From an optimization exercise on the open Yosys and OpenROAD flow, aimed at small area; shortcuts taken in it are not production practice.
Function was checked by simulation only, so behaviour that the tests miss may differ from the original.

==> flow/design.v (outline; a module is shown in full before it is edited, if it fits) <==
// module awgn_clt_gen: 91 lines
// module awgn_mul: 869 lines
module awgn_clt_gen (
    input  logic        clock,
    input  logic        rst_n,
    input  logic        init,
    input  logic        ce,
    input  logic [31:0] seed,
    input  logic        gain_we,
    input  logic [0:0]  gain_sel,
    input  logic [15:0] gain_val,
    output logic        x_en,
    output logic [31:0] awgn
);
  // ...
==> flow/run.sh <==
#!/bin/bash
# synth_recipe.tcl (not shown) runs the flow's synth.tcl, then flattens the netlist and writes it again
# the make line also repeats each setting of config.mk as NAME=value (left out here)
make -C /OpenROAD-flow-scripts/flow DESIGN_CONFIG=/design/flow/config.mk WORK_HOME=/design/flow/orfs CLKGATE_MAP_FILE= SYNTH_SCRIPT=/design/flow/synth_recipe.tcl finish
==> flow/config.mk <==
export PLATFORM = sky130hd
export DESIGN_NAME = awgn_clt_gen
export DESIGN_NICKNAME = awgn_clt_gen
export VERILOG_FILES = /design/flow/design.v
export SDC_FILE = /design/flow/constraint.sdc
export NUM_CORES = 4
export LEC_CHECK = 0
export CAP_MARGIN = 20
export CORE_MARGIN = 2
export CORE_UTILIZATION = 40
export SLEW_MARGIN = 20
==> flow/constraint.sdc <==
create_clock -name core_clock -period 10.0 [get_ports {clock}]
set_input_delay 2.0000 -clock core_clock [delete_from_list [all_inputs] [get_ports {clock}]]
set_output_delay 2.0000 -clock core_clock [all_outputs]
set_load 0.01 [all_outputs]
==> summary.txt, run 1 <==
Run status
  • Status: complete, no violations

Die
  • Die Y: approximately 220 um
  • Die area: 46700 um2

Global routing
  • GR Layer Usage met3: around 4.3%

Yosys
  • Share of flip-flops with an asynchronous set or reset: 80.7%
  • Adder-cell area share of the yosys netlist: between 10% and 20%
  • Synthesized-area fraction occupied by and/or/nand/nor cells: around a tenth
  • Largest area contributor in the netlist: dfrtp_1
  • Sequential fraction of the synthesis area: 24.3%

Critical path
  • Crit-path max FO: 17

Timing
  • Setup TNS: 0 ns
  • Tmin final: a little under 10 ns
  • Maximum clock skew at final layout: 0.0146 ns
  • FMAX: about 0.10 GHz
  • Worst Max-Slew Pin Slew: ~0.9 ns
  • Relative max-transition margin: about two fifths

Cells and area
  • Fraction of layout cells with a size suffix above 1: approximately 17%
  • Non-Clock Buffer Count: around 240
  • Dominant kind of cell by area: multi-input gates

Placement
  • Hpwl dp: around 50000 um

Min path
  • Hold Crit Depth: 1

Clocking
  • CTS max path bufs: 2
  • CTS tree: yes

Routing
  • Via-to-Cell Ratio: 6.02
  • Met2 WL post-DR: approximately 30000 um
==> module awgn_clt_gen, before the edit <==
module awgn_clt_gen (
    input  logic        clock,
    input  logic        rst_n,
    input  logic        init,
    input  logic        ce,
    input  logic [31:0] seed,
    input  logic        gain_we,
    input  logic [0:0]  gain_sel,
    input  logic [15:0] gain_val,
    output logic        x_en,
    output logic [31:0] awgn
);
    localparam logic [31:0] MIX0 = 32'h9E3779B9;
    localparam logic [31:0] MIX1 = 32'h3C6EF372;
    localparam logic [15:0] ACC0 = 16'hA000;   
    function automatic logic [31:0] xs(input logic [31:0] s_in);
        logic [31:0] s;
        s = s_in ^ (s_in << 13);
        s = s ^ (s >> 17);
        s = s ^ (s << 5);
        xs = s;
    endfunction
    function automatic logic [31:0] cseed(input logic [31:0] b, input logic [31:0] m);
        logic [31:0] s;
        s = b ^ m;
        cseed = (s == 32'h0) ? 32'h1 : s;
    endfunction
    logic [31:0] s0_r, s1_r;
    logic [15:0] acc0_r, acc1_r;
    logic [15:0] g0_r, g1_r;
    logic [3:0]  cnt_r;
    logic        v1_r, x_en_r;
    logic [31:0] awgn_r;
    logic [31:0] d0, d1;
    logic [15:0] ae0, ae1, sum0, sum1, gn0, gn1, ma, mb;
    logic [19:0] q;
    logic        povf, novf;
    logic [15:0] sat;
    logic        c0, last;
    assign c0   = (cnt_r == 4'd0);
    assign last = (cnt_r == 4'd11);
    assign d0   = xs(s0_r);
    assign d1   = xs(s1_r);
    assign ae0  = c0 ? ACC0 : acc0_r;
    assign ae1  = c0 ? ACC0 : acc1_r;
    assign sum0 = ae0 + {4'd0, d0[31:20]};
    assign sum1 = ae1 + {4'd0, d1[31:20]};
    assign gn0  = (gain_we && gain_sel == 1'b0) ? gain_val : g0_r;
    assign gn1  = (gain_we && gain_sel == 1'b1) ? gain_val : g1_r;
    assign ma   = v1_r ? acc1_r : sum0;
    assign mb   = (gain_we && gain_sel == 1'b0 && !v1_r) ? gain_val : (v1_r ? g1_r : g0_r);
    awgn_mul u_mul (.a(ma), .b(mb), .q(q));
    assign povf = !q[19] && (q[18:15] != 4'b0000);
    assign novf =  q[19] && ((q[18:15] != 4'b1111) || (q[14:0] == 15'd0));
    assign sat  = povf ? 16'h7FFF : novf ? 16'h8001 : q[15:0];
    always_ff @(posedge clock or negedge rst_n) begin
        if (!rst_n) begin
            s0_r   <= MIX0 ^ 32'h1;
            s1_r   <= MIX1 ^ 32'h1;
            cnt_r  <= 4'd0;
            v1_r   <= 1'b0;
            x_en_r <= 1'b0;
            g0_r   <= 16'h1000;
            g1_r   <= 16'h1000;
            awgn_r <= 32'h0;
        end else begin
            if (init) begin
                s0_r  <= cseed(seed, MIX0);
                s1_r  <= cseed(seed, MIX1);
                cnt_r <= 4'd0;
            end else if (ce) begin
                s0_r  <= d0;
                s1_r  <= d1;
                cnt_r <= last ? 4'd0 : cnt_r + 4'd1;
            end
            v1_r   <= ce && !init && last;
            x_en_r <= v1_r;
            g0_r   <= gn0;
            g1_r   <= gn1;
            if (v1_r) awgn_r <= {sat, acc0_r};
        end
    end
    always_ff @(posedge clock) begin
        if (ce) begin
            acc0_r <= last ? sat : sum0;
            acc1_r <= sum1;
        end
    end
    assign x_en = x_en_r;
    assign awgn = awgn_r;
endmodule
==> inputs of run 2 (changes only) <==
==> flow/design.v (replaced) <==
module awgn_clt_gen (
    input  logic        clock,
    input  logic        rst_n,
    input  logic        init,
    input  logic        ce,
    input  logic [31:0] seed,
    input  logic        gain_we,
    input  logic [0:0]  gain_sel,
    input  logic [15:0] gain_val,
    output logic        x_en,
    output logic [31:0] awgn
);
    localparam logic [31:0] MIX0 = 32'h9E3779B9;
    localparam logic [31:0] MIX1 = 32'h3C6EF372;
    localparam logic [15:0] ACC0 = 16'hA000;   
    function automatic logic [31:0] xs(input logic [31:0] s_in);
        logic [31:0] s;
        s = s_in ^ (s_in << 13);
        s = s ^ (s >> 17);
        s = s ^ (s << 5);
        xs = s;
    endfunction
    function automatic logic [15:0] clamp(input logic [19:0] q);
        logic povf, novf;
        povf  = !q[19] && (q[18:15] != 4'b0000);
        novf  =  q[19] && ((q[18:15] != 4'b1111) || (q[14:0] == 15'd0));
        clamp = povf ? 16'h7FFF : novf ? 16'h8001 : q[15:0];
    endfunction
    function automatic logic [31:0] cseed(input logic [31:0] b, input logic [31:0] m);
        logic [31:0] s;
        s = b ^ m;
        cseed = (s == 32'h0) ? 32'h1 : s;
    endfunction
    logic [31:0] s0_r, s1_r;
    logic [15:0] acc0_r, acc1_r;
    logic [15:0] g0_r, g1_r;
    logic [3:0]  cnt_r;
    logic        v1_r, x_en_r;
    logic [31:0] awgn_r;
    logic [31:0] d0, d1;
    logic [15:0] ae0, ae1, sum0, sum1, gn0, gn1, ma, mb;
    logic [19:0] q;
    logic [3:0]  qh0_r;
    logic [15:0] sat0, sat1;
    logic        c0, last;
    assign c0   = (cnt_r == 4'd0);
    assign last = (cnt_r == 4'd11);
    assign d0   = xs(s0_r);
    assign d1   = xs(s1_r);
    awgn_addf u_add0 (.a(acc0_r), .u(d0[31:20]), .s(ae0));   
    awgn_addr u_add1 (.a(acc1_r), .u(d1[31:20]), .s(ae1));
    assign sum0 = c0 ? {ACC0[15:12], d0[31:20]} : ae0;
    assign sum1 = c0 ? {ACC0[15:12], d1[31:20]} : ae1;
    assign gn0  = (gain_we && gain_sel == 1'b0) ? gain_val : g0_r;
    assign gn1  = (gain_we && gain_sel == 1'b1) ? gain_val : g1_r;
    assign ma   = v1_r ? acc1_r : sum0;
    assign mb   = (gain_we && gain_sel == 1'b0 && !v1_r) ? gain_val : (v1_r ? g1_r : g0_r);
    awgn_mul u_mul (.a(ma), .b(mb), .q(q));
    assign sat0 = clamp({qh0_r, acc0_r});
    assign sat1 = clamp(q);
    always_ff @(posedge clock or negedge rst_n) begin
        if (!rst_n) begin
            s0_r   <= MIX0 ^ 32'h1;
            s1_r   <= MIX1 ^ 32'h1;
            cnt_r  <= 4'd0;
            v1_r   <= 1'b0;
            x_en_r <= 1'b0;
            g0_r   <= 16'h1000;
            g1_r   <= 16'h1000;
            awgn_r <= 32'h0;
        end else begin
            if (init) begin
                s0_r  <= cseed(seed, MIX0);
                s1_r  <= cseed(seed, MIX1);
                cnt_r <= 4'd0;
            end else if (ce) begin
                s0_r  <= d0;
                s1_r  <= d1;
                cnt_r <= last ? 4'd0 : cnt_r + 4'd1;
            end
            v1_r   <= ce && !init && last;
            x_en_r <= v1_r;
            g0_r   <= gn0;
            g1_r   <= gn1;
            if (v1_r) awgn_r <= {sat1, sat0};
        end
    end
    always_ff @(posedge clock) begin
        qh0_r <= q[19:16];
    end
    always_ff @(posedge clock) begin
        if (ce) begin
            acc0_r <= last ? q[15:0] : sum0;
            acc1_r <= sum1;
        end
    end
    assign x_en = x_en_r;
    assign awgn = awgn_r;
endmodule
module awgn_mul (
    input  logic [15:0] a,
    input  logic [15:0] b,
    output logic [19:0] q
);
    logic bt1;
    logic x2;
    logic x3;
    logic x4;
    logic x5;
    logic x6;
    logic x7;
    logic x8;
    logic x9;
    logic x10;
    logic x11;
    logic x12;
    logic x13;
    logic x14;
    logic x15;
    logic x16;
    logic x17;
    logic x18;
    logic ns19;
    logic bo20;
    logic bt21;
    logic x22;
    logic x23;
    logic x24;
    logic x25;
    logic x26;
    logic x27;
    logic x28;
    logic x29;
    logic x30;
    logic x31;
    logic x32;
    logic x33;
    logic x34;
    logic x35;
    logic x36;
    logic x37;
    logic x38;
    logic ns39;
    logic bo40;
    logic bt41;
    logic x42;
    logic x43;
    logic x44;
    logic x45;
    logic x46;
    logic x47;
    logic x48;
    logic x49;
    logic x50;
    logic x51;
    logic x52;
    logic x53;
    logic x54;
    logic x55;
    logic x56;
    logic x57;
    logic x58;
    logic ns59;
    logic bo60;
    logic bt61;
    logic x62;
    logic x63;
    logic x64;
    logic x65;
    logic x66;
    logic x67;
    logic x68;
    logic x69;
    logic x70;
    logic x71;
    logic x72;
    logic x73;
    logic x74;
    logic x75;
    logic x76;
    logic x77;
    logic x78;
    logic ns79;
    logic bo80;
    logic bt81;
    logic x82;
    logic x83;
    logic x84;
    logic x85;
    logic x86;
    logic x87;
    logic x88;
    logic x89;
    logic x90;
    logic x91;
    logic x92;
    logic x93;
    logic x94;
    logic x95;
    logic x96;
    logic x97;
    logic x98;
    logic ns99;
    logic bo100;
    logic bt101;
    logic x102;
    logic x103;
    logic x104;
    logic x105;
    logic x106;
    logic x107;
    logic x108;
    logic x109;
    logic x110;
    logic x111;
    logic x112;
    logic x113;
    logic x114;
    logic x115;
    logic x116;
    logic x117;
    logic x118;
    logic ns119;
    logic bo120;
    logic bt121;
    logic x122;
    logic x123;
    logic x124;
    logic x125;
    logic x126;
    logic x127;
    logic x128;
    logic x129;
    logic x130;
    logic x131;
    logic x132;
    logic x133;
    logic x134;
    logic x135;
    logic x136;
    logic x137;
    logic x138;
    logic ns139;
    logic bo140;
    logic bt141;
    logic x142;
    logic x143;
    logic x144;
    logic x145;
    logic x146;
    logic x147;
    logic x148;
    logic x149;
    logic x150;
    logic x151;
    logic x152;
    logic x153;
    logic x154;
    logic x155;
    logic x156;
    logic x157;
    logic x158;
    logic ns159;
    logic s160;
    logic c161;
    logic s162;
    logic c163;
    logic s164;
    logic c165;
    logic s166;
    logic c167;
    logic s168;
    logic c169;
    logic s170;
    logic c171;
    logic s172;
    logic c173;
    logic s174;
    logic c175;
    logic s176;
    logic c177;
    logic s178;
    logic c179;
    logic s180;
    logic c181;
    logic s182;
    logic c183;
    logic s184;
    logic c185;
    logic s186;
    logic c187;
    logic s188;
    logic c189;
    logic s190;
    logic c191;
    logic s192;
    logic c193;
    logic s194;
    logic c195;
    logic s196;
    logic c197;
    logic s198;
    logic c199;
    logic s200;
    logic c201;
    logic s202;
    logic c203;
    logic s204;
    logic c205;
    logic s206;
    logic c207;
    logic s208;
    logic c209;
    logic s210;
    logic c211;
    logic s212;
    logic c213;
    logic s214;
    logic c215;
    logic s216;
    logic c217;
    logic s218;
    logic c219;
    logic s220;
    logic c221;
    logic s222;
    logic c223;
    logic s224;
    logic c225;
    logic s226;
    logic c227;
    logic s228;
    logic c229;
    logic s230;
    logic c231;
    logic s232;
    logic c233;
    logic s234;
    logic c235;
    logic s236;
    logic c237;
    logic s238;
    logic c239;
    logic s240;
    logic c241;
    logic s242;
    logic c243;
    logic s244;
    logic c245;
    logic s246;
    logic c247;
    logic s248;
    logic c249;
    logic s250;
    logic c251;
    logic s252;
    logic c253;
    logic s254;
    logic c255;
    logic s256;
    logic c257;
    logic s258;
    logic c259;
    logic s260;
    logic c261;
    logic s262;
    logic c263;
    logic s264;
    logic c265;
    logic s266;
    logic c267;
    logic s268;
    logic c269;
    logic s270;
    logic c271;
    logic s272;
    logic c273;
    logic s274;
    logic c275;
    logic s276;
    logic c277;
    logic s278;
    logic c279;
    logic s280;
    logic c281;
    logic s282;
    logic c283;
    logic s284;
    logic c285;
    logic s286;
    logic c287;
    logic s288;
    logic c289;
    logic s290;
    logic c291;
    logic s292;
    logic c293;
    logic s294;
    logic c295;
    logic s296;
    logic c297;
    logic s298;
    logic c299;
    logic s300;
    logic c301;
    logic s302;
    logic c303;
    logic s304;
    logic c305;
    logic s306;
    logic c307;
    logic s308;
    logic c309;
    logic s310;
    logic c311;
    logic s312;
    logic c313;
    logic s314;
    logic c315;
    logic s316;
    logic c317;
    logic s318;
    logic c319;
    logic s320;
    logic c321;
    logic s322;
    logic c323;
    logic s324;
    logic c325;
    logic s326;
    logic c327;
    logic s328;
    logic c329;
    logic s330;
    logic c331;
    logic s332;
    logic c333;
    logic s334;
    logic c335;
    logic s336;
    logic c337;
    logic s338;
    logic c339;
    logic s340;
    logic c341;
    logic s342;
    logic c343;
    logic s344;
    logic c345;
    logic s346;
    logic c347;
    logic s348;
    logic c349;
    logic s350;
    logic c351;
    logic s352;
    logic c353;
    logic s354;
    logic c355;
    logic s356;
    logic c357;
    logic s358;
    logic c359;
    logic s360;
    logic c361;
    logic s362;
    logic c363;
    logic s364;
    logic c365;
    logic s366;
    logic c367;
    logic s368;
    logic c369;
    logic s370;
    logic c371;
    logic s372;
    logic c373;
    logic s374;
    logic c375;
    logic s376;
    logic c377;
    logic s378;
    logic c379;
    logic s380;
    logic c381;
    logic s382;
    logic c383;
    logic s384;
    logic c385;
    logic s386;
    logic c387;
    logic s388;
    logic c389;
    logic s390;
    logic c391;
    logic s392;
    logic c393;
    logic s394;
    logic c395;
    logic s396;
    logic c397;
    logic s398;
    logic c399;
    logic s400;
    logic c401;
    logic s402;
    logic c403;
    logic s404;
    logic c405;
    logic s406;
    logic c407;
    logic s408;
    logic c409;
    logic s410;
    logic c411;
    logic s412;
    logic c413;
    logic s414;
    logic c415;
    logic s416;
    logic c417;
    logic s418;
    logic c419;
    logic s420;
    logic c421;
    logic s422;
    logic c423;
    logic s424;
    logic c425;
    logic s426;
    logic c427;
    logic s428;
    logic c429;
    logic s430;
    logic c431;
    logic s432;
    logic c433;
    logic s434;
    logic c435;
    logic s436;
    logic c437;
    logic s438;
    logic c439;
    logic s440;
    logic c441;
    logic s442;
    logic c443;
    logic s444;
    logic c445;
    logic s446;
    logic c447;
    logic s448;
    logic c449;
    logic s450;
    logic c451;
    logic s452;
    logic c453;
    logic s454;
    logic c455;
    logic s456;
    logic c457;
    logic s458;
    logic c459;
    logic s460;
    logic c461;
    logic g462;
    logic p463;
    logic g464;
    logic p465;
    logic g466;
    logic p467;
    logic g468;
    logic p469;
    logic g470;
    logic p471;
    logic g472;
    logic p473;
    logic g474;
    logic p475;
    logic g476;
    logic p477;
    logic g478;
    logic p479;
    logic g480;
    logic p481;
    logic g482;
    logic p483;
    logic g484;
    logic p485;
    logic g486;
    logic p487;
    logic g488;
    logic p489;
    logic g490;
    logic p491;
    logic g492;
    logic p493;
    logic g494;
    logic p495;
    logic g496;
    logic p497;
    logic g498;
    logic p499;
    logic g500;
    logic p501;
    logic g502;
    logic p503;
    logic g504;
    logic p505;
    logic g506;
    logic p507;
    logic g508;
    logic p509;
    logic g510;
    logic p511;
    logic g512;
    logic p513;
    logic g514;
    logic p515;
    logic g516;
    logic p517;
    logic g518;
    logic p519;
    logic g520;
    logic p521;
    logic g522;
    logic p523;
    logic g524;
    logic p525;
    logic g526;
    logic p527;
    logic g528;
    logic p529;
    logic g530;
    logic p531;
    logic g532;
    logic p533;
    logic g534;
    logic p535;
    logic g536;
    logic p537;
    logic g538;
    logic p539;
    logic g540;
    logic p541;
    logic g542;
    logic p543;
    logic g544;
    logic p545;
    logic g546;
    logic p547;
    logic g548;
    logic p549;
    logic g550;
    logic p551;
    logic g552;
    logic p553;
    logic g554;
    logic p555;
    logic g556;
    logic p557;
    logic g558;
    logic p559;
    logic g560;
    logic p561;
    logic g562;
    logic p563;
    logic g564;
    logic p565;
    logic g566;
    logic p567;
    logic g568;
    logic p569;
    logic g570;
    logic p571;
    logic g572;
    logic p573;
    logic g574;
    logic p575;
    logic s576;
    logic s577;
    logic s578;
    logic s579;
    logic s580;
    logic s581;
    logic s582;
    logic s583;
    logic s584;
    logic s585;
    logic s586;
    logic s587;
    logic s588;
    logic s589;
    logic s590;
    logic s591;
    logic s592;
    logic s593;
    logic s594;
    logic s595;
    logic s596;
    logic s597;
    logic s598;
    logic s599;
    logic s600;
    logic s601;
    logic s602;
    logic s603;
    logic s604;
    logic s605;
    logic s606;
    assign bt1 = a[1] & ~a[0];
    assign x2 = ((a[0] & b[0])) ^ a[1];
    assign x3 = ((a[0] & b[1]) | (bt1 & b[0])) ^ a[1];
    assign x4 = ((a[0] & b[2]) | (bt1 & b[1])) ^ a[1];
    assign x5 = ((a[0] & b[3]) | (bt1 & b[2])) ^ a[1];
    assign x6 = ((a[0] & b[4]) | (bt1 & b[3])) ^ a[1];
    assign x7 = ((a[0] & b[5]) | (bt1 & b[4])) ^ a[1];
    assign x8 = ((a[0] & b[6]) | (bt1 & b[5])) ^ a[1];
    assign x9 = ((a[0] & b[7]) | (bt1 & b[6])) ^ a[1];
    assign x10 = ((a[0] & b[8]) | (bt1 & b[7])) ^ a[1];
    assign x11 = ((a[0] & b[9]) | (bt1 & b[8])) ^ a[1];
    assign x12 = ((a[0] & b[10]) | (bt1 & b[9])) ^ a[1];
    assign x13 = ((a[0] & b[11]) | (bt1 & b[10])) ^ a[1];
    assign x14 = ((a[0] & b[12]) | (bt1 & b[11])) ^ a[1];
    assign x15 = ((a[0] & b[13]) | (bt1 & b[12])) ^ a[1];
    assign x16 = ((a[0] & b[14]) | (bt1 & b[13])) ^ a[1];
    assign x17 = ((a[0] & b[15]) | (bt1 & b[14])) ^ a[1];
    assign x18 = ((bt1 & b[15])) ^ a[1];
    assign ns19 = ~a[1];
    assign bo20 = a[2] ^ a[1];
    assign bt21 = (a[3] & ~a[2] & ~a[1]) | (~a[3] & a[2] & a[1]);
    assign x22 = ((bo20 & b[0])) ^ a[3];
    assign x23 = ((bo20 & b[1]) | (bt21 & b[0])) ^ a[3];
    assign x24 = ((bo20 & b[2]) | (bt21 & b[1])) ^ a[3];
    assign x25 = ((bo20 & b[3]) | (bt21 & b[2])) ^ a[3];
    assign x26 = ((bo20 & b[4]) | (bt21 & b[3])) ^ a[3];
    assign x27 = ((bo20 & b[5]) | (bt21 & b[4])) ^ a[3];
    assign x28 = ((bo20 & b[6]) | (bt21 & b[5])) ^ a[3];
    assign x29 = ((bo20 & b[7]) | (bt21 & b[6])) ^ a[3];
    assign x30 = ((bo20 & b[8]) | (bt21 & b[7])) ^ a[3];
    assign x31 = ((bo20 & b[9]) | (bt21 & b[8])) ^ a[3];
    assign x32 = ((bo20 & b[10]) | (bt21 & b[9])) ^ a[3];
    assign x33 = ((bo20 & b[11]) | (bt21 & b[10])) ^ a[3];
    assign x34 = ((bo20 & b[12]) | (bt21 & b[11])) ^ a[3];
    assign x35 = ((bo20 & b[13]) | (bt21 & b[12])) ^ a[3];
    assign x36 = ((bo20 & b[14]) | (bt21 & b[13])) ^ a[3];
    assign x37 = ((bo20 & b[15]) | (bt21 & b[14])) ^ a[3];
    assign x38 = ((bt21 & b[15])) ^ a[3];
    assign ns39 = ~a[3];
    assign bo40 = a[4] ^ a[3];
    assign bt41 = (a[5] & ~a[4] & ~a[3]) | (~a[5] & a[4] & a[3]);
    assign x42 = ((bo40 & b[0])) ^ a[5];
    assign x43 = ((bo40 & b[1]) | (bt41 & b[0])) ^ a[5];
    assign x44 = ((bo40 & b[2]) | (bt41 & b[1])) ^ a[5];
    assign x45 = ((bo40 & b[3]) | (bt41 & b[2])) ^ a[5];
    assign x46 = ((bo40 & b[4]) | (bt41 & b[3])) ^ a[5];
    assign x47 = ((bo40 & b[5]) | (bt41 & b[4])) ^ a[5];
    assign x48 = ((bo40 & b[6]) | (bt41 & b[5])) ^ a[5];
    assign x49 = ((bo40 & b[7]) | (bt41 & b[6])) ^ a[5];
    assign x50 = ((bo40 & b[8]) | (bt41 & b[7])) ^ a[5];
    assign x51 = ((bo40 & b[9]) | (bt41 & b[8])) ^ a[5];
    assign x52 = ((bo40 & b[10]) | (bt41 & b[9])) ^ a[5];
    assign x53 = ((bo40 & b[11]) | (bt41 & b[10])) ^ a[5];
    assign x54 = ((bo40 & b[12]) | (bt41 & b[11])) ^ a[5];
    assign x55 = ((bo40 & b[13]) | (bt41 & b[12])) ^ a[5];
    assign x56 = ((bo40 & b[14]) | (bt41 & b[13])) ^ a[5];
    assign x57 = ((bo40 & b[15]) | (bt41 & b[14])) ^ a[5];
    assign x58 = ((bt41 & b[15])) ^ a[5];
    assign ns59 = ~a[5];
    assign bo60 = a[6] ^ a[5];
    assign bt61 = (a[7] & ~a[6] & ~a[5]) | (~a[7] & a[6] & a[5]);
    assign x62 = ((bo60 & b[0])) ^ a[7];
    assign x63 = ((bo60 & b[1]) | (bt61 & b[0])) ^ a[7];
    assign x64 = ((bo60 & b[2]) | (bt61 & b[1])) ^ a[7];
    assign x65 = ((bo60 & b[3]) | (bt61 & b[2])) ^ a[7];
    assign x66 = ((bo60 & b[4]) | (bt61 & b[3])) ^ a[7];
    assign x67 = ((bo60 & b[5]) | (bt61 & b[4])) ^ a[7];
    assign x68 = ((bo60 & b[6]) | (bt61 & b[5])) ^ a[7];
    assign x69 = ((bo60 & b[7]) | (bt61 & b[6])) ^ a[7];
    assign x70 = ((bo60 & b[8]) | (bt61 & b[7])) ^ a[7];
    assign x71 = ((bo60 & b[9]) | (bt61 & b[8])) ^ a[7];
    assign x72 = ((bo60 & b[10]) | (bt61 & b[9])) ^ a[7];
    assign x73 = ((bo60 & b[11]) | (bt61 & b[10])) ^ a[7];
    assign x74 = ((bo60 & b[12]) | (bt61 & b[11])) ^ a[7];
    assign x75 = ((bo60 & b[13]) | (bt61 & b[12])) ^ a[7];
    assign x76 = ((bo60 & b[14]) | (bt61 & b[13])) ^ a[7];
    assign x77 = ((bo60 & b[15]) | (bt61 & b[14])) ^ a[7];
    assign x78 = ((bt61 & b[15])) ^ a[7];
    assign ns79 = ~a[7];
    assign bo80 = a[8] ^ a[7];
    assign bt81 = (a[9] & ~a[8] & ~a[7]) | (~a[9] & a[8] & a[7]);
    assign x82 = ((bo80 & b[0])) ^ a[9];
    assign x83 = ((bo80 & b[1]) | (bt81 & b[0])) ^ a[9];
    assign x84 = ((bo80 & b[2]) | (bt81 & b[1])) ^ a[9];
    assign x85 = ((bo80 & b[3]) | (bt81 & b[2])) ^ a[9];
    assign x86 = ((bo80 & b[4]) | (bt81 & b[3])) ^ a[9];
    assign x87 = ((bo80 & b[5]) | (bt81 & b[4])) ^ a[9];
    assign x88 = ((bo80 & b[6]) | (bt81 & b[5])) ^ a[9];
    assign x89 = ((bo80 & b[7]) | (bt81 & b[6])) ^ a[9];
    assign x90 = ((bo80 & b[8]) | (bt81 & b[7])) ^ a[9];
    assign x91 = ((bo80 & b[9]) | (bt81 & b[8])) ^ a[9];
    assign x92 = ((bo80 & b[10]) | (bt81 & b[9])) ^ a[9];
    assign x93 = ((bo80 & b[11]) | (bt81 & b[10])) ^ a[9];
    assign x94 = ((bo80 & b[12]) | (bt81 & b[11])) ^ a[9];
    assign x95 = ((bo80 & b[13]) | (bt81 & b[12])) ^ a[9];
    assign x96 = ((bo80 & b[14]) | (bt81 & b[13])) ^ a[9];
    assign x97 = ((bo80 & b[15]) | (bt81 & b[14])) ^ a[9];
    assign x98 = ((bt81 & b[15])) ^ a[9];
    assign ns99 = ~a[9];
    assign bo100 = a[10] ^ a[9];
    assign bt101 = (a[11] & ~a[10] & ~a[9]) | (~a[11] & a[10] & a[9]);
    assign x102 = ((bo100 & b[0])) ^ a[11];
    assign x103 = ((bo100 & b[1]) | (bt101 & b[0])) ^ a[11];
    assign x104 = ((bo100 & b[2]) | (bt101 & b[1])) ^ a[11];
    assign x105 = ((bo100 & b[3]) | (bt101 & b[2])) ^ a[11];
    assign x106 = ((bo100 & b[4]) | (bt101 & b[3])) ^ a[11];
    assign x107 = ((bo100 & b[5]) | (bt101 & b[4])) ^ a[11];
    assign x108 = ((bo100 & b[6]) | (bt101 & b[5])) ^ a[11];
    assign x109 = ((bo100 & b[7]) | (bt101 & b[6])) ^ a[11];
    assign x110 = ((bo100 & b[8]) | (bt101 & b[7])) ^ a[11];
    assign x111 = ((bo100 & b[9]) | (bt101 & b[8])) ^ a[11];
    assign x112 = ((bo100 & b[10]) | (bt101 & b[9])) ^ a[11];
    assign x113 = ((bo100 & b[11]) | (bt101 & b[10])) ^ a[11];
    assign x114 = ((bo100 & b[12]) | (bt101 & b[11])) ^ a[11];
    assign x115 = ((bo100 & b[13]) | (bt101 & b[12])) ^ a[11];
    assign x116 = ((bo100 & b[14]) | (bt101 & b[13])) ^ a[11];
    assign x117 = ((bo100 & b[15]) | (bt101 & b[14])) ^ a[11];
    assign x118 = ((bt101 & b[15])) ^ a[11];
    assign ns119 = ~a[11];
    assign bo120 = a[12] ^ a[11];
    assign bt121 = (a[13] & ~a[12] & ~a[11]) | (~a[13] & a[12] & a[11]);
    assign x122 = ((bo120 & b[0])) ^ a[13];
    assign x123 = ((bo120 & b[1]) | (bt121 & b[0])) ^ a[13];
    assign x124 = ((bo120 & b[2]) | (bt121 & b[1])) ^ a[13];
    assign x125 = ((bo120 & b[3]) | (bt121 & b[2])) ^ a[13];
    assign x126 = ((bo120 & b[4]) | (bt121 & b[3])) ^ a[13];
    assign x127 = ((bo120 & b[5]) | (bt121 & b[4])) ^ a[13];
    assign x128 = ((bo120 & b[6]) | (bt121 & b[5])) ^ a[13];
    assign x129 = ((bo120 & b[7]) | (bt121 & b[6])) ^ a[13];
    assign x130 = ((bo120 & b[8]) | (bt121 & b[7])) ^ a[13];
    assign x131 = ((bo120 & b[9]) | (bt121 & b[8])) ^ a[13];
    assign x132 = ((bo120 & b[10]) | (bt121 & b[9])) ^ a[13];
    assign x133 = ((bo120 & b[11]) | (bt121 & b[10])) ^ a[13];
    assign x134 = ((bo120 & b[12]) | (bt121 & b[11])) ^ a[13];
    assign x135 = ((bo120 & b[13]) | (bt121 & b[12])) ^ a[13];
    assign x136 = ((bo120 & b[14]) | (bt121 & b[13])) ^ a[13];
    assign x137 = ((bo120 & b[15]) | (bt121 & b[14])) ^ a[13];
    assign x138 = ((bt121 & b[15])) ^ a[13];
    assign ns139 = ~a[13];
    assign bo140 = a[14] ^ a[13];
    assign bt141 = (a[15] & ~a[14] & ~a[13]) | (~a[15] & a[14] & a[13]);
    assign x142 = ((bo140 & b[0])) ^ a[15];
    assign x143 = ((bo140 & b[1]) | (bt141 & b[0])) ^ a[15];
    assign x144 = ((bo140 & b[2]) | (bt141 & b[1])) ^ a[15];
    assign x145 = ((bo140 & b[3]) | (bt141 & b[2])) ^ a[15];
    assign x146 = ((bo140 & b[4]) | (bt141 & b[3])) ^ a[15];
    assign x147 = ((bo140 & b[5]) | (bt141 & b[4])) ^ a[15];
    assign x148 = ((bo140 & b[6]) | (bt141 & b[5])) ^ a[15];
    assign x149 = ((bo140 & b[7]) | (bt141 & b[6])) ^ a[15];
    assign x150 = ((bo140 & b[8]) | (bt141 & b[7])) ^ a[15];
    assign x151 = ((bo140 & b[9]) | (bt141 & b[8])) ^ a[15];
    assign x152 = ((bo140 & b[10]) | (bt141 & b[9])) ^ a[15];
    assign x153 = ((bo140 & b[11]) | (bt141 & b[10])) ^ a[15];
    assign x154 = ((bo140 & b[12]) | (bt141 & b[11])) ^ a[15];
    assign x155 = ((bo140 & b[13]) | (bt141 & b[12])) ^ a[15];
    assign x156 = ((bo140 & b[14]) | (bt141 & b[13])) ^ a[15];
    assign x157 = ((bo140 & b[15]) | (bt141 & b[14])) ^ a[15];
    assign x158 = ((bt141 & b[15])) ^ a[15];
    assign ns159 = ~a[15];
    assign s160 = x12 ^ x30;
    assign c161 = x12 & x30;
    assign s162 = x13 ^ x31;
    assign c163 = x13 & x31;
    assign s164 = x14 ^ x32 ^ x50;
    assign c165 = (x14 & x32) | (x14 & x50) | (x32 & x50);
    assign s166 = x68 ^ x86;
    assign c167 = x68 & x86;
    assign s168 = x15 ^ x33 ^ x51;
    assign c169 = (x15 & x33) | (x15 & x51) | (x33 & x51);
    assign s170 = x69 ^ x87;
    assign c171 = x69 & x87;
    assign s172 = x16 ^ x34 ^ x52;
    assign c173 = (x16 & x34) | (x16 & x52) | (x34 & x52);
    assign s174 = x70 ^ x88 ^ x106;
    assign c175 = (x70 & x88) | (x70 & x106) | (x88 & x106);
    assign s176 = x124 ^ x142;
    assign c177 = x124 & x142;
    assign s178 = x17 ^ x35 ^ x53;
    assign c179 = (x17 & x35) | (x17 & x53) | (x35 & x53);
    assign s180 = x71 ^ x89 ^ x107;
    assign c181 = (x71 & x89) | (x71 & x107) | (x89 & x107);
    assign s182 = x125 ^ x143;
    assign c183 = x125 & x143;
    assign s184 = x18 ^ x36 ^ x54;
    assign c185 = (x18 & x36) | (x18 & x54) | (x36 & x54);
    assign s186 = x72 ^ x90 ^ x108;
    assign c187 = (x72 & x90) | (x72 & x108) | (x90 & x108);
    assign s188 = x126 ^ x144;
    assign c189 = x126 & x144;
    assign s190 = a[1] ^ x37 ^ x55;
    assign c191 = (a[1] & x37) | (a[1] & x55) | (x37 & x55);
    assign s192 = x73 ^ x91 ^ x109;
    assign c193 = (x73 & x91) | (x73 & x109) | (x91 & x109);
    assign s194 = x127 ^ x145;
    assign c195 = x127 & x145;
    assign s196 = a[1] ^ x38 ^ x56;
    assign c197 = (a[1] & x38) | (a[1] & x56) | (x38 & x56);
    assign s198 = x74 ^ x92 ^ x110;
    assign c199 = (x74 & x92) | (x74 & x110) | (x92 & x110);
    assign s200 = x128 ^ x146;
    assign c201 = x128 & x146;
    assign s202 = ns19 ^ ns39 ^ x57;
    assign c203 = (ns19 & ns39) | (ns19 & x57) | (ns39 & x57);
    assign s204 = x75 ^ x93 ^ x111;
    assign c205 = (x75 & x93) | (x75 & x111) | (x93 & x111);
    assign s206 = x129 ^ x147;
    assign c207 = x129 & x147;
    assign s208 = 1'b1 ^ x58 ^ x76;
    assign c209 = (1'b1 & x58) | (1'b1 & x76) | (x58 & x76);
    assign s210 = x94 ^ x112 ^ x130;
    assign c211 = (x94 & x112) | (x94 & x130) | (x112 & x130);
    assign s212 = ns59 ^ x77 ^ x95;
    assign c213 = (ns59 & x77) | (ns59 & x95) | (x77 & x95);
    assign s214 = 1'b1 ^ x78;
    assign c215 = 1'b1 & x78;
    assign s216 = x8 ^ x26;
    assign c217 = x8 & x26;
    assign s218 = x9 ^ x27;
    assign c219 = x9 & x27;
    assign s220 = x10 ^ x28 ^ x46;
    assign c221 = (x10 & x28) | (x10 & x46) | (x28 & x46);
    assign s222 = x64 ^ x82;
    assign c223 = x64 & x82;
    assign s224 = x11 ^ x29 ^ x47;
    assign c225 = (x11 & x29) | (x11 & x47) | (x29 & x47);
    assign s226 = x65 ^ x83;
    assign c227 = x65 & x83;
    assign s228 = x48 ^ x66 ^ x84;
    assign c229 = (x48 & x66) | (x48 & x84) | (x66 & x84);
    assign s230 = x102 ^ a[11] ^ s160;
    assign c231 = (x102 & a[11]) | (x102 & s160) | (a[11] & s160);
    assign s232 = x49 ^ x67 ^ x85;
    assign c233 = (x49 & x67) | (x49 & x85) | (x67 & x85);
    assign s234 = x103 ^ c161 ^ s162;
    assign c235 = (x103 & c161) | (x103 & s162) | (c161 & s162);
    assign s236 = x104 ^ x122 ^ a[13];
    assign c237 = (x104 & x122) | (x104 & a[13]) | (x122 & a[13]);
    assign s238 = c163 ^ s164 ^ s166;
    assign c239 = (c163 & s164) | (c163 & s166) | (s164 & s166);
    assign s240 = x105 ^ x123 ^ c165;
    assign c241 = (x105 & x123) | (x105 & c165) | (x123 & c165);
    assign s242 = c167 ^ s168 ^ s170;
    assign c243 = (c167 & s168) | (c167 & s170) | (s168 & s170);
    assign s244 = a[15] ^ c169 ^ c171;
    assign c245 = (a[15] & c169) | (a[15] & c171) | (c169 & c171);
    assign s246 = s172 ^ s174 ^ s176;
    assign c247 = (s172 & s174) | (s172 & s176) | (s174 & s176);
    assign s248 = c173 ^ c175 ^ c177;
    assign c249 = (c173 & c175) | (c173 & c177) | (c175 & c177);
    assign s250 = s178 ^ s180 ^ s182;
    assign c251 = (s178 & s180) | (s178 & s182) | (s180 & s182);
    assign s252 = c179 ^ c181 ^ c183;
    assign c253 = (c179 & c181) | (c179 & c183) | (c181 & c183);
    assign s254 = s184 ^ s186 ^ s188;
    assign c255 = (s184 & s186) | (s184 & s188) | (s186 & s188);
    assign s256 = c185 ^ c187 ^ c189;
    assign c257 = (c185 & c187) | (c185 & c189) | (c187 & c189);
    assign s258 = s190 ^ s192 ^ s194;
    assign c259 = (s190 & s192) | (s190 & s194) | (s192 & s194);
    assign s260 = c191 ^ c193 ^ c195;
    assign c261 = (c191 & c193) | (c191 & c195) | (c193 & c195);
    assign s262 = s196 ^ s198 ^ s200;
    assign c263 = (s196 & s198) | (s196 & s200) | (s198 & s200);
    assign s264 = c197 ^ c199 ^ c201;
    assign c265 = (c197 & c199) | (c197 & c201) | (c199 & c201);
    assign s266 = s202 ^ s204 ^ s206;
    assign c267 = (s202 & s204) | (s202 & s206) | (s204 & s206);
    assign s268 = x148 ^ c203 ^ c205;
    assign c269 = (x148 & c203) | (x148 & c205) | (c203 & c205);
    assign s270 = c207 ^ s208 ^ s210;
    assign c271 = (c207 & s208) | (c207 & s210) | (s208 & s210);
    assign s272 = x113 ^ x131 ^ x149;
    assign c273 = (x113 & x131) | (x113 & x149) | (x131 & x149);
    assign s274 = c209 ^ c211 ^ s212;
    assign c275 = (c209 & c211) | (c209 & s212) | (c211 & s212);
    assign s276 = x96 ^ x114 ^ x132;
    assign c277 = (x96 & x114) | (x96 & x132) | (x114 & x132);
    assign s278 = x150 ^ c213 ^ s214;
    assign c279 = (x150 & c213) | (x150 & s214) | (c213 & s214);
    assign s280 = ns79 ^ x97 ^ x115;
    assign c281 = (ns79 & x97) | (ns79 & x115) | (x97 & x115);
    assign s282 = x133 ^ x151 ^ c215;
    assign c283 = (x133 & x151) | (x133 & c215) | (x151 & c215);
    assign s284 = 1'b1 ^ x98 ^ x116;
    assign c285 = (1'b1 & x98) | (1'b1 & x116) | (x98 & x116);
    assign s286 = x134 ^ x152;
    assign c287 = x134 & x152;
    assign s288 = ns99 ^ x117 ^ x135;
    assign c289 = (ns99 & x117) | (ns99 & x135) | (x117 & x135);
    assign s290 = 1'b1 ^ x118;
    assign c291 = 1'b1 & x118;
    assign s292 = x6 ^ x24;
    assign c293 = x6 & x24;
    assign s294 = x7 ^ x25;
    assign c295 = x7 & x25;
    assign s296 = x44 ^ x62 ^ a[7];
    assign c297 = (x44 & x62) | (x44 & a[7]) | (x62 & a[7]);
    assign s298 = x45 ^ x63 ^ c217;
    assign c299 = (x45 & x63) | (x45 & c217) | (x63 & c217);
    assign s300 = a[9] ^ c219 ^ s220;
    assign c301 = (a[9] & c219) | (a[9] & s220) | (c219 & s220);
    assign s302 = c221 ^ c223 ^ s224;
    assign c303 = (c221 & c223) | (c221 & s224) | (c223 & s224);
    assign s304 = c225 ^ c227 ^ s228;
    assign c305 = (c225 & c227) | (c225 & s228) | (c227 & s228);
    assign s306 = c229 ^ c231 ^ s232;
    assign c307 = (c229 & c231) | (c229 & s232) | (c231 & s232);
    assign s308 = c233 ^ c235 ^ s236;
    assign c309 = (c233 & c235) | (c233 & s236) | (c235 & s236);
    assign s310 = c237 ^ c239 ^ s240;
    assign c311 = (c237 & c239) | (c237 & s240) | (c239 & s240);
    assign s312 = c241 ^ c243 ^ s244;
    assign c313 = (c241 & c243) | (c241 & s244) | (c243 & s244);
    assign s314 = c245 ^ c247 ^ s248;
    assign c315 = (c245 & c247) | (c245 & s248) | (c247 & s248);
    assign s316 = c249 ^ c251 ^ s252;
    assign c317 = (c249 & c251) | (c249 & s252) | (c251 & s252);
    assign s318 = c253 ^ c255 ^ s256;
    assign c319 = (c253 & c255) | (c253 & s256) | (c255 & s256);
    assign s320 = c257 ^ c259 ^ s260;
    assign c321 = (c257 & c259) | (c257 & s260) | (c259 & s260);
    assign s322 = c261 ^ c263 ^ s264;
    assign c323 = (c261 & c263) | (c261 & s264) | (c263 & s264);
    assign s324 = c265 ^ c267 ^ s268;
    assign c325 = (c265 & c267) | (c265 & s268) | (c267 & s268);
    assign s326 = c269 ^ c271 ^ s272;
    assign c327 = (c269 & c271) | (c269 & s272) | (c271 & s272);
    assign s328 = c273 ^ c275 ^ s276;
    assign c329 = (c273 & c275) | (c273 & s276) | (c275 & s276);
    assign s330 = c277 ^ c279 ^ s280;
    assign c331 = (c277 & c279) | (c277 & s280) | (c279 & s280);
    assign s332 = c281 ^ c283 ^ s284;
    assign c333 = (c281 & c283) | (c281 & s284) | (c283 & s284);
    assign s334 = x153 ^ c285 ^ c287;
    assign c335 = (x153 & c285) | (x153 & c287) | (c285 & c287);
    assign s336 = x136 ^ x154 ^ c289;
    assign c337 = (x136 & x154) | (x136 & c289) | (x154 & c289);
    assign s338 = ns119 ^ x137 ^ x155;
    assign c339 = (ns119 & x137) | (ns119 & x155) | (x137 & x155);
    assign s340 = 1'b1 ^ x138;
    assign c341 = 1'b1 & x138;
    assign s342 = x4 ^ x22;
    assign c343 = x4 & x22;
    assign s344 = x5 ^ x23;
    assign c345 = x5 & x23;
    assign s346 = x42 ^ a[5] ^ s292;
    assign c347 = (x42 & a[5]) | (x42 & s292) | (a[5] & s292);
    assign s348 = x43 ^ c293 ^ s294;
    assign c349 = (x43 & c293) | (x43 & s294) | (c293 & s294);
    assign s350 = s216 ^ c295 ^ s296;
    assign c351 = (s216 & c295) | (s216 & s296) | (c295 & s296);
    assign s352 = s218 ^ c297 ^ s298;
    assign c353 = (s218 & c297) | (s218 & s298) | (c297 & s298);
    assign s354 = s222 ^ c299 ^ s300;
    assign c355 = (s222 & c299) | (s222 & s300) | (c299 & s300);
    assign s356 = s226 ^ c301 ^ s302;
    assign c357 = (s226 & c301) | (s226 & s302) | (c301 & s302);
    assign s358 = s230 ^ c303 ^ s304;
    assign c359 = (s230 & c303) | (s230 & s304) | (c303 & s304);
    assign s360 = s234 ^ c305 ^ s306;
    assign c361 = (s234 & c305) | (s234 & s306) | (c305 & s306);
    assign s362 = s238 ^ c307 ^ s308;
    assign c363 = (s238 & c307) | (s238 & s308) | (c307 & s308);
    assign s364 = s242 ^ c309 ^ s310;
    assign c365 = (s242 & c309) | (s242 & s310) | (c309 & s310);
    assign s366 = s246 ^ c311 ^ s312;
    assign c367 = (s246 & c311) | (s246 & s312) | (c311 & s312);
    assign s368 = s250 ^ c313 ^ s314;
    assign c369 = (s250 & c313) | (s250 & s314) | (c313 & s314);
    assign s370 = s254 ^ c315 ^ s316;
    assign c371 = (s254 & c315) | (s254 & s316) | (c315 & s316);
    assign s372 = s258 ^ c317 ^ s318;
    assign c373 = (s258 & c317) | (s258 & s318) | (c317 & s318);
    assign s374 = s262 ^ c319 ^ s320;
    assign c375 = (s262 & c319) | (s262 & s320) | (c319 & s320);
    assign s376 = s266 ^ c321 ^ s322;
    assign c377 = (s266 & c321) | (s266 & s322) | (c321 & s322);
    assign s378 = s270 ^ c323 ^ s324;
    assign c379 = (s270 & c323) | (s270 & s324) | (c323 & s324);
    assign s380 = s274 ^ c325 ^ s326;
    assign c381 = (s274 & c325) | (s274 & s326) | (c325 & s326);
    assign s382 = s278 ^ c327 ^ s328;
    assign c383 = (s278 & c327) | (s278 & s328) | (c327 & s328);
    assign s384 = s282 ^ c329 ^ s330;
    assign c385 = (s282 & c329) | (s282 & s330) | (c329 & s330);
    assign s386 = s286 ^ c331 ^ s332;
    assign c387 = (s286 & c331) | (s286 & s332) | (c331 & s332);
    assign s388 = s288 ^ c333 ^ s334;
    assign c389 = (s288 & c333) | (s288 & s334) | (c333 & s334);
    assign s390 = s290 ^ c335 ^ s336;
    assign c391 = (s290 & c335) | (s290 & s336) | (c335 & s336);
    assign s392 = c291 ^ c337 ^ s338;
    assign c393 = (c291 & c337) | (c291 & s338) | (c337 & s338);
    assign s394 = x156 ^ c339 ^ s340;
    assign c395 = (x156 & c339) | (x156 & s340) | (c339 & s340);
    assign s396 = ns139 ^ x157 ^ c341;
    assign c397 = (ns139 & x157) | (ns139 & c341) | (x157 & c341);
    assign s398 = 1'b1 ^ x158;
    assign c399 = 1'b1 & x158;
    assign s400 = x2 ^ a[1];
    assign c401 = x2 & a[1];
    assign s402 = a[3] ^ s342;
    assign c403 = a[3] & s342;
    assign s404 = c343 ^ s344;
    assign c405 = c343 & s344;
    assign s406 = c345 ^ s346;
    assign c407 = c345 & s346;
    assign s408 = c347 ^ s348;
    assign c409 = c347 & s348;
    assign s410 = c349 ^ s350;
    assign c411 = c349 & s350;
    assign s412 = c351 ^ s352;
    assign c413 = c351 & s352;
    assign s414 = c353 ^ s354;
    assign c415 = c353 & s354;
    assign s416 = c355 ^ s356;
    assign c417 = c355 & s356;
    assign s418 = c357 ^ s358;
    assign c419 = c357 & s358;
    assign s420 = c359 ^ s360;
    assign c421 = c359 & s360;
    assign s422 = c361 ^ s362;
    assign c423 = c361 & s362;
    assign s424 = c363 ^ s364;
    assign c425 = c363 & s364;
    assign s426 = c365 ^ s366;
    assign c427 = c365 & s366;
    assign s428 = c367 ^ s368;
    assign c429 = c367 & s368;
    assign s430 = c369 ^ s370;
    assign c431 = c369 & s370;
    assign s432 = c371 ^ s372;
    assign c433 = c371 & s372;
    assign s434 = c373 ^ s374;
    assign c435 = c373 & s374;
    assign s436 = c375 ^ s376;
    assign c437 = c375 & s376;
    assign s438 = c377 ^ s378;
    assign c439 = c377 & s378;
    assign s440 = c379 ^ s380;
    assign c441 = c379 & s380;
    assign s442 = c381 ^ s382;
    assign c443 = c381 & s382;
    assign s444 = c383 ^ s384;
    assign c445 = c383 & s384;
    assign s446 = c385 ^ s386;
    assign c447 = c385 & s386;
    assign s448 = c387 ^ s388;
    assign c449 = c387 & s388;
    assign s450 = c389 ^ s390;
    assign c451 = c389 & s390;
    assign s452 = c391 ^ s392;
    assign c453 = c391 & s392;
    assign s454 = c393 ^ s394;
    assign c455 = c393 & s394;
    assign s456 = c395 ^ s396;
    assign c457 = c395 & s396;
    assign s458 = c397 ^ s398;
    assign c459 = c397 & s398;
    assign s460 = ns159 ^ c399;
    assign c461 = ns159 & c399;
    assign g462 = x3 & c401;
    assign p463 = x3 & s400;
    assign g464 = c405 | (s404 & c403);
    assign p465 = s404 & s402;
    assign g466 = c409 | (s408 & c407);
    assign p467 = s408 & s406;
    assign g468 = c413 | (s412 & c411);
    assign p469 = s412 & s410;
    assign g470 = c417 | (s416 & c415);
    assign p471 = s416 & s414;
    assign g472 = c421 | (s420 & c419);
    assign p473 = s420 & s418;
    assign g474 = c425 | (s424 & c423);
    assign p475 = s424 & s422;
    assign g476 = c429 | (s428 & c427);
    assign p477 = s428 & s426;
    assign g478 = c433 | (s432 & c431);
    assign p479 = s432 & s430;
    assign g480 = c437 | (s436 & c435);
    assign p481 = s436 & s434;
    assign g482 = c441 | (s440 & c439);
    assign p483 = s440 & s438;
    assign g484 = c445 | (s444 & c443);
    assign p485 = s444 & s442;
    assign g486 = c449 | (s448 & c447);
    assign p487 = s448 & s446;
    assign g488 = c453 | (s452 & c451);
    assign p489 = s452 & s450;
    assign g490 = c457 | (s456 & c455);
    assign p491 = s456 & s454;
    assign g492 = c461 | (s460 & c459);
    assign p493 = s460 & s458;
    assign g494 = g464 | (p465 & g462);
    assign p495 = p465 & p463;
    assign g496 = g468 | (p469 & g466);
    assign p497 = p469 & p467;
    assign g498 = g472 | (p473 & g470);
    assign p499 = p473 & p471;
    assign g500 = g476 | (p477 & g474);
    assign p501 = p477 & p475;
    assign g502 = g480 | (p481 & g478);
    assign p503 = p481 & p479;
    assign g504 = g484 | (p485 & g482);
    assign p505 = p485 & p483;
    assign g506 = g488 | (p489 & g486);
    assign p507 = p489 & p487;
    assign g508 = g492 | (p493 & g490);
    assign p509 = p493 & p491;
    assign g510 = g496 | (p497 & g494);
    assign p511 = p497 & p495;
    assign g512 = g500 | (p501 & g498);
    assign p513 = p501 & p499;
    assign g514 = g504 | (p505 & g502);
    assign p515 = p505 & p503;
    assign g516 = g508 | (p509 & g506);
    assign p517 = p509 & p507;
    assign g518 = g512 | (p513 & g510);
    assign p519 = p513 & p511;
    assign g520 = g516 | (p517 & g514);
    assign p521 = p517 & p515;
    assign g522 = g520 | (p521 & g518);
    assign p523 = p521 & p519;
    assign g524 = g514 | (p515 & g518);
    assign p525 = p515 & p519;
    assign g526 = g498 | (p499 & g510);
    assign p527 = p499 & p511;
    assign g528 = g502 | (p503 & g518);
    assign p529 = p503 & p519;
    assign g530 = g506 | (p507 & g524);
    assign p531 = p507 & p525;
    assign g532 = g466 | (p467 & g494);
    assign p533 = p467 & p495;
    assign g534 = g470 | (p471 & g510);
    assign p535 = p471 & p511;
    assign g536 = g474 | (p475 & g526);
    assign p537 = p475 & p527;
    assign g538 = g478 | (p479 & g518);
    assign p539 = p479 & p519;
    assign g540 = g482 | (p483 & g528);
    assign p541 = p483 & p529;
    assign g542 = g486 | (p487 & g524);
    assign p543 = p487 & p525;
    assign g544 = g490 | (p491 & g530);
    assign p545 = p491 & p531;
    assign g546 = c403 | (s402 & g462);
    assign p547 = s402 & p463;
    assign g548 = c407 | (s406 & g494);
    assign p549 = s406 & p495;
    assign g550 = c411 | (s410 & g532);
    assign p551 = s410 & p533;
    assign g552 = c415 | (s414 & g510);
    assign p553 = s414 & p511;
    assign g554 = c419 | (s418 & g534);
    assign p555 = s418 & p535;
    assign g556 = c423 | (s422 & g526);
    assign p557 = s422 & p527;
    assign g558 = c427 | (s426 & g536);
    assign p559 = s426 & p537;
    assign g560 = c431 | (s430 & g518);
    assign p561 = s430 & p519;
    assign g562 = c435 | (s434 & g538);
    assign p563 = s434 & p539;
    assign g564 = c439 | (s438 & g528);
    assign p565 = s438 & p529;
    assign g566 = c443 | (s442 & g540);
    assign p567 = s442 & p541;
    assign g568 = c447 | (s446 & g524);
    assign p569 = s446 & p525;
    assign g570 = c451 | (s450 & g542);
    assign p571 = s450 & p543;
    assign g572 = c455 | (s454 & g530);
    assign p573 = s454 & p531;
    assign g574 = c459 | (s458 & g544);
    assign p575 = s458 & p545;
    assign s576 = x3 ^ c401;
    assign s577 = s402 ^ g462;
    assign s578 = s404 ^ g546;
    assign s579 = s406 ^ g494;
    assign s580 = s408 ^ g548;
    assign s581 = s410 ^ g532;
    assign s582 = s412 ^ g550;
    assign s583 = s414 ^ g510;
    assign s584 = s416 ^ g552;
    assign s585 = s418 ^ g534;
    assign s586 = s420 ^ g554;
    assign s587 = s422 ^ g526;
    assign s588 = s424 ^ g556;
    assign s589 = s426 ^ g536;
    assign s590 = s428 ^ g558;
    assign s591 = s430 ^ g518;
    assign s592 = s432 ^ g560;
    assign s593 = s434 ^ g538;
    assign s594 = s436 ^ g562;
    assign s595 = s438 ^ g528;
    assign s596 = s440 ^ g564;
    assign s597 = s442 ^ g540;
    assign s598 = s444 ^ g566;
    assign s599 = s446 ^ g524;
    assign s600 = s448 ^ g568;
    assign s601 = s450 ^ g542;
    assign s602 = s452 ^ g570;
    assign s603 = s454 ^ g530;
    assign s604 = s456 ^ g572;
    assign s605 = s458 ^ g544;
    assign s606 = s460 ^ g574;
    assign q = {s606, s605, s604, s603, s602, s601, s600, s599, s598, s597, s596, s595, s594, s593, s592, s591, s590, s589, s588, s587};
endmodule
module awgn_addf (
    input  logic [15:0] a,
    input  logic [11:0] u,
    output logic [15:0] s
);
    logic s1;
    logic c2;
    logic s3;
    logic c4;
    logic s5;
    logic c6;
    logic s7;
    logic c8;
    logic s9;
    logic c10;
    logic s11;
    logic c12;
    logic s13;
    logic c14;
    logic s15;
    logic c16;
    logic s17;
    logic c18;
    logic s19;
    logic c20;
    logic s21;
    logic c22;
    logic s23;
    logic c24;
    logic g25;
    logic p26;
    logic g27;
    logic p28;
    logic g29;
    logic p30;
    logic g31;
    logic p32;
    logic g33;
    logic p34;
    logic g35;
    logic p36;
    logic p37;
    logic p38;
    logic g39;
    logic p40;
    logic g41;
    logic p42;
    logic g43;
    logic p44;
    logic p45;
    logic g46;
    logic p47;
    logic g48;
    logic p49;
    logic g50;
    logic p51;
    logic g52;
    logic p53;
    logic g54;
    logic p55;
    logic g56;
    logic p57;
    logic g58;
    logic p59;
    logic g60;
    logic p61;
    logic g62;
    logic p63;
    logic g64;
    logic p65;
    logic g66;
    logic p67;
    logic g68;
    logic p69;
    logic g70;
    logic p71;
    logic g72;
    logic p73;
    logic s74;
    logic s75;
    logic s76;
    logic s77;
    logic s78;
    logic s79;
    logic s80;
    logic s81;
    logic s82;
    logic s83;
    logic s84;
    logic s85;
    logic s86;
    logic s87;
    logic s88;
    assign s1 = a[0] ^ u[0];
    assign c2 = a[0] & u[0];
    assign s3 = a[1] ^ u[1];
    assign c4 = a[1] & u[1];
    assign s5 = a[2] ^ u[2];
    assign c6 = a[2] & u[2];
    assign s7 = a[3] ^ u[3];
    assign c8 = a[3] & u[3];
    assign s9 = a[4] ^ u[4];
    assign c10 = a[4] & u[4];
    assign s11 = a[5] ^ u[5];
    assign c12 = a[5] & u[5];
    assign s13 = a[6] ^ u[6];
    assign c14 = a[6] & u[6];
    assign s15 = a[7] ^ u[7];
    assign c16 = a[7] & u[7];
    assign s17 = a[8] ^ u[8];
    assign c18 = a[8] & u[8];
    assign s19 = a[9] ^ u[9];
    assign c20 = a[9] & u[9];
    assign s21 = a[10] ^ u[10];
    assign c22 = a[10] & u[10];
    assign s23 = a[11] ^ u[11];
    assign c24 = a[11] & u[11];
    assign g25 = c4 | (s3 & c2);
    assign p26 = s3 & s1;
    assign g27 = c8 | (s7 & c6);
    assign p28 = s7 & s5;
    assign g29 = c12 | (s11 & c10);
    assign p30 = s11 & s9;
    assign g31 = c16 | (s15 & c14);
    assign p32 = s15 & s13;
    assign g33 = c20 | (s19 & c18);
    assign p34 = s19 & s17;
    assign g35 = c24 | (s23 & c22);
    assign p36 = s23 & s21;
    assign p37 = a[13] & a[12];
    assign p38 = a[15] & a[14];
    assign g39 = g27 | (p28 & g25);
    assign p40 = p28 & p26;
    assign g41 = g31 | (p32 & g29);
    assign p42 = p32 & p30;
    assign g43 = g35 | (p36 & g33);
    assign p44 = p36 & p34;
    assign p45 = p38 & p37;
    assign g46 = g41 | (p42 & g39);
    assign p47 = p42 & p40;
    assign g48 = p45 & g43;
    assign p49 = p45 & p44;
    assign g50 = g48 | (p49 & g46);
    assign p51 = p49 & p47;
    assign g52 = g43 | (p44 & g46);
    assign p53 = p44 & p47;
    assign g54 = g29 | (p30 & g39);
    assign p55 = p30 & p40;
    assign g56 = g33 | (p34 & g46);
    assign p57 = p34 & p47;
    assign g58 = p37 & g52;
    assign p59 = p37 & p53;
    assign g60 = c6 | (s5 & g25);
    assign p61 = s5 & p26;
    assign g62 = c10 | (s9 & g39);
    assign p63 = s9 & p40;
    assign g64 = c14 | (s13 & g54);
    assign p65 = s13 & p55;
    assign g66 = c18 | (s17 & g46);
    assign p67 = s17 & p47;
    assign g68 = c22 | (s21 & g56);
    assign p69 = s21 & p57;
    assign g70 = a[12] & g52;
    assign p71 = a[12] & p53;
    assign g72 = a[14] & g58;
    assign p73 = a[14] & p59;
    assign s74 = s3 ^ c2;
    assign s75 = s5 ^ g25;
    assign s76 = s7 ^ g60;
    assign s77 = s9 ^ g39;
    assign s78 = s11 ^ g62;
    assign s79 = s13 ^ g54;
    assign s80 = s15 ^ g64;
    assign s81 = s17 ^ g46;
    assign s82 = s19 ^ g66;
    assign s83 = s21 ^ g56;
    assign s84 = s23 ^ g68;
    assign s85 = a[12] ^ g52;
    assign s86 = a[13] ^ g70;
    assign s87 = a[14] ^ g58;
    assign s88 = a[15] ^ g72;
    assign s = {s88, s87, s86, s85, s84, s83, s82, s81, s80, s79, s78, s77, s76, s75, s74, s1};
endmodule
module awgn_addr (
    input  logic [15:0] a,
    input  logic [11:0] u,
    output logic [15:0] s
);
    logic s1;
    logic c2;
    logic s3;
    logic c4;
    logic s5;
    logic c6;
    logic s7;
    logic c8;
    logic s9;
    logic c10;
    logic s11;
    logic c12;
    logic s13;
    logic c14;
    logic s15;
    logic c16;
    logic s17;
    logic c18;
    logic s19;
    logic c20;
    logic s21;
    logic c22;
    logic s23;
    logic c24;
    logic s25;
    logic c26;
    logic s27;
    logic c28;
    logic s29;
    logic c30;
    logic s31;
    logic c32;
    assign s1 = a[0] ^ u[0];
    assign c2 = a[0] & u[0];
    assign s3 = a[1] ^ u[1] ^ c2;
    assign c4 = (a[1] & u[1]) | (a[1] & c2) | (u[1] & c2);
    assign s5 = a[2] ^ u[2] ^ c4;
    assign c6 = (a[2] & u[2]) | (a[2] & c4) | (u[2] & c4);
    assign s7 = a[3] ^ u[3] ^ c6;
    assign c8 = (a[3] & u[3]) | (a[3] & c6) | (u[3] & c6);
    assign s9 = a[4] ^ u[4] ^ c8;
    assign c10 = (a[4] & u[4]) | (a[4] & c8) | (u[4] & c8);
    assign s11 = a[5] ^ u[5] ^ c10;
    assign c12 = (a[5] & u[5]) | (a[5] & c10) | (u[5] & c10);
    assign s13 = a[6] ^ u[6] ^ c12;
    assign c14 = (a[6] & u[6]) | (a[6] & c12) | (u[6] & c12);
    assign s15 = a[7] ^ u[7] ^ c14;
    assign c16 = (a[7] & u[7]) | (a[7] & c14) | (u[7] & c14);
    assign s17 = a[8] ^ u[8] ^ c16;
    assign c18 = (a[8] & u[8]) | (a[8] & c16) | (u[8] & c16);
    assign s19 = a[9] ^ u[9] ^ c18;
    assign c20 = (a[9] & u[9]) | (a[9] & c18) | (u[9] & c18);
    assign s21 = a[10] ^ u[10] ^ c20;
    assign c22 = (a[10] & u[10]) | (a[10] & c20) | (u[10] & c20);
    assign s23 = a[11] ^ u[11] ^ c22;
    assign c24 = (a[11] & u[11]) | (a[11] & c22) | (u[11] & c22);
    assign s25 = a[12] ^ c24;
    assign c26 = a[12] & c24;
    assign s27 = a[13] ^ c26;
    assign c28 = a[13] & c26;
    assign s29 = a[14] ^ c28;
    assign c30 = a[14] & c28;
    assign s31 = a[15] ^ c30;
    assign c32 = a[15] & c30;
    assign s = {s31, s29, s27, s25, s23, s21, s19, s17, s15, s13, s11, s9, s7, s5, s3, s1};
endmodule
==> flow/config.mk (replaced) <==
export PLATFORM = sky130hd
export DESIGN_NAME = awgn_clt_gen
export DESIGN_NICKNAME = awgn_clt_gen
export VERILOG_FILES = /design/flow/design.v
export SDC_FILE = /design/flow/constraint.sdc
export NUM_CORES = 4
export LEC_CHECK = 0
export ABC_AREA = 1
export CAP_MARGIN = 20
export CORE_MARGIN = 2
export CORE_UTILIZATION = 40
export SLEW_MARGIN = 20
==> run 2 against run 1 <==
Fmax rose by 4.5%. Synthesized cell count is 8.1% lower. Sequential cell count rose by 4.
==> summary.txt, run 2 <==
Timing
  • Tmin final: 9.25 ns (was 9.66 ns)
  • Period utilization: 92.5% (was 96.6%)
  • Relative max-transition margin: 37.2% (was 39.9%)
  • Hold Violations, Final: 0 (unchanged)
  • FMAX: 0.108 GHz (was 0.104 GHz)
  • Slew Limit Fails: 0 (unchanged)
  • Maximum clock skew at final layout: 0.0125 ns (was 0.0146 ns)
  • Setup TNS: 0 ns (unchanged)
  • Worst Max-Slew Pin Slew: 0.942 ns (was 0.901 ns)
  • RSZ-0062 raised after global routing: false (unchanged)

Routing
  • WL per Instance: 18.4 um (was 22.5 um)
  • Initial DRC count: 1247 (was 1536)
  • TritonRoute pass-1 iters: 5 (was 7)
  • DRT antenna net count: 0 (unchanged)
  • Via-to-Cell Ratio: 5.31 (was 6.02)
  • Routed via count: 13213 (was 16764)

Yosys
  • Synth top area share: 14.4% (was 12.9%)
  • Syn_area_per_cell: 8.55 um2 (was 8.73 um2)
  • Top cells by area, synth: dfrtp_1 14%, fa_1 14%, xor2_1 9.2%, nand2_1 8.3%, dfstp_2 6.7% (was dfrtp_1 13%, fa_1 10%, dfstp_2 6.0%, xnor2_1 5.9%, a21oi_1 5.4%)
  • Commonest cells post-synth: 356 x nand2_1, 245 x inv_1, 170 x xor2_1 (was 194 x a21oi_1, 179 x inv_1, 156 x o21ai_0)
  • Share of flip-flops with an asynchronous set or reset: 78.8% (was 80.7%)
  • Largest area contributor in the netlist: dfrtp_1 (unchanged)
  • Main flop type after synthesis: dfrtp_1 (unchanged)
  • Netlist cell types: 54 (was 98)
  • Yosys Warn Count: 1 (unchanged)
  • Sequential fraction of the synthesis area: 27.5% (was 24.3%)
  • Net Count, Synth: 2131 (was 2275)
  • Mapped cell area: 16200 um2 (was 18000 um2)

Run status
  • Status: complete, no violations (unchanged)

Die
  • Core Area: 39800 um2 (was 44300 um2)
  • Row Count: 73 (was 77)
  • I/O pin total: 87 (unchanged)
  • Die Y: 205 um (was 216 um)
  • Die X: 205 um (was 216 um)
  • Die area: 42100 um2 (was 46700 um2)

Clocking
  • CTS max path bufs: 2 (unchanged)
  • Clk root buf: clkbuf_16 (unchanged)
  • CTS HTree Levels: 4 (unchanged)
  • CTS tree: yes (unchanged)

Cells and area
  • Most frequent cells in the layout: 356 x nand2_1, 244 x inv_1, 170 x xor2_1 (was 193 x a21oi_1, 179 x inv_1, 154 x o21ai_0)
  • Flip-flop and latch area: 4450 um2 (was 4370 um2)
  • Multi-input gate area: 10300 um2 (was 12500 um2)
  • Regs by FF count: awgn_r x32, s0_r x32, s1_r x32 (unchanged)
  • Fraction of layout cells with a size suffix above 1: 10.4% (was 16.6%)
  • Final Net Count: 2185 (was 2392)

Critical path
  • Slowest cell on crit path: fa_1 (was or4b_1)
  • Largest delay share family, worst path: adder cells (unchanged)
  • Setup crit end kind: flop (unchanged)
  • Max stage delay on crit path: 0.56 ns (was 0.52 ns)
  • Worst Path Arrival: 9.62 ns (was 9.83 ns)
  • Crit-path max FO: 13 (was 17)
  • Critical path class: reg2reg (unchanged)
  • Critical path launch point type: flop (unchanged)
  • Crit path required time: 10.38 ns (was 10.16 ns)

Global routing
  • Pin count of the biggest net entering global routing: 71 (was 91)
  • First-pass GRT wire length: 73200 um (was 98000 um)
  • GRT Total Usage: 22.5% (was 26.9%)
  • Gr ovfl total: 0 (unchanged)
  • Vias in the first global route: 13176 (was 16620)
  • Initial antenna violation count: 1 (was 0)

Run
  • Max-cap violations: 0 (unchanged)

Placement
  • GPL Wtd Cong: 0.896 (was 0.964)
  • Hpwl dp: 35200 um (was 48600 um)
  • Cells after DPL: 2453 (was 2750)
  • Input/output buffers: 86 (unchanged)

Min path
  • Hold WC Path Type: reg2reg (unchanged)
-- run 2: cell types whose count changed after synthesis, moves of 64 or more --
cell      change
a21oi_1     -129
clkbuf_1     -71
inv_1        +66
mux2_2       -71
nand2_1     +220
o21ai_0      -64
xor2_1      +103
-- run 2: final timing paths --
check                                      startpoint                     end  slack, ns  cells after the start
worst max register to register    s0_r[7]$_DFFE_PN1P_  awgn_r[19]$_DFFE_PN0P_       0.75                     46
worst min-delay path            awgn_r[4]$_DFFE_PN0P_   awgn_r[4]$_DFFE_PN0P_       0.48                      2
min in group asynchronous                       rst_n   awgn_r[6]$_DFFE_PN0P_       1.51                      1
max in group asynchronous                       rst_n          v1_r$_DFF_PN0_       7.07                      2
worst min register to register  awgn_r[4]$_DFFE_PN0P_   awgn_r[4]$_DFFE_PN0P_       0.48                      2
worst max-delay path              s0_r[7]$_DFFE_PN1P_  awgn_r[19]$_DFFE_PN0P_       0.75                     46
-- run 2: metrics by stage --
step	instance area, um2	utilization (%)	setup slack, ns
6_report	18100	45.6	0.754
5_1_grt	18100	45.6	0.0109
4_1_cts	18100	45.5	0.527
3_5_place_dp	17600	44.1	0.249
3_3_place_gp	17600	44.1	0.329
2_1_floorplan	16200	-	1.54
-- run 2: kinds of logic after synthesis --
kind of cell,share of synthesized area [%]
AOI/OAI and AO/OA,15.3
xor gates and xnor gates,13.5
adders and majority gates,19.5
buffers and inverters,8.87
DFF,27.5
muxes,1.11
and+or+nand+nor,14.3
-- run 2: repair_timing --
action	4_1_cts	5_1_grt
setup buffers	0	1
resized for setup	0	3
endpoints found under the setup margin	0	15
hold buffers	0	0
-- run 2: final cells by class --
class                           instances  area share [%]
Clock inverter                         15           0.669
Tap cell                              525            3.62
Sequential cell                       170            24.5
Inverter                              263            5.48
Multi-Input combinational cell       1372            57.0
Timing Repair Buffer                  124            6.39
Clock buffer                           17            2.35
-- run 2: worst register-to-register path, delay by kind of cell (launching register included) --
family / cells / cell delay (ns)
buf+inv: 8 / 0.73
flops: 1 / 0.55
simple gates: 15 / 1.61
fa+ha+maj: 9 / 3.81
compound gates: 13 / 2.27
xor+xnor: 1 / 0.19
-- run 2: per-layer routing --
metal / vias to the layer above / track usage (%) / share of wire (%)
met5: - / 0 / 0
met4: 0 / 6.27 / 2.0
met3: 46 / 3.37 / 5.5
met2: 403 / 36.0 / 46
met1: 6456 / 31.8 / 46
li1: 6308 / - / -

static timing again, ports no longer ideal:
How much do the figures lean on ideal ports? The routed layouts below were timed once more, with nothing changed but the port constraints. Step 1, drivers: a clkbuf_16 drives clock and a buf_2 each remaining input, both assumed. Step 2 also shifts input and output timing later by t, the mid clock arrival at the registers, as if the neighbouring blocks saw the same clock. a / b / c = ideal ports / drivers / drivers and shift; a / b = the first two.
run	t (ns)	slack for setup (ns)	worst setup path after step 2
run 1	0.497	0.339 / 0.339 / 0.069	input to register
run 2	0.508	0.754 / 0.754 / 0.363	input to register
After both steps every run listed still meets setup and hold. For run 2, which loses most, drivers alone change the setup slack by 0.000 ns; drivers and shift together by -0.391 ns.
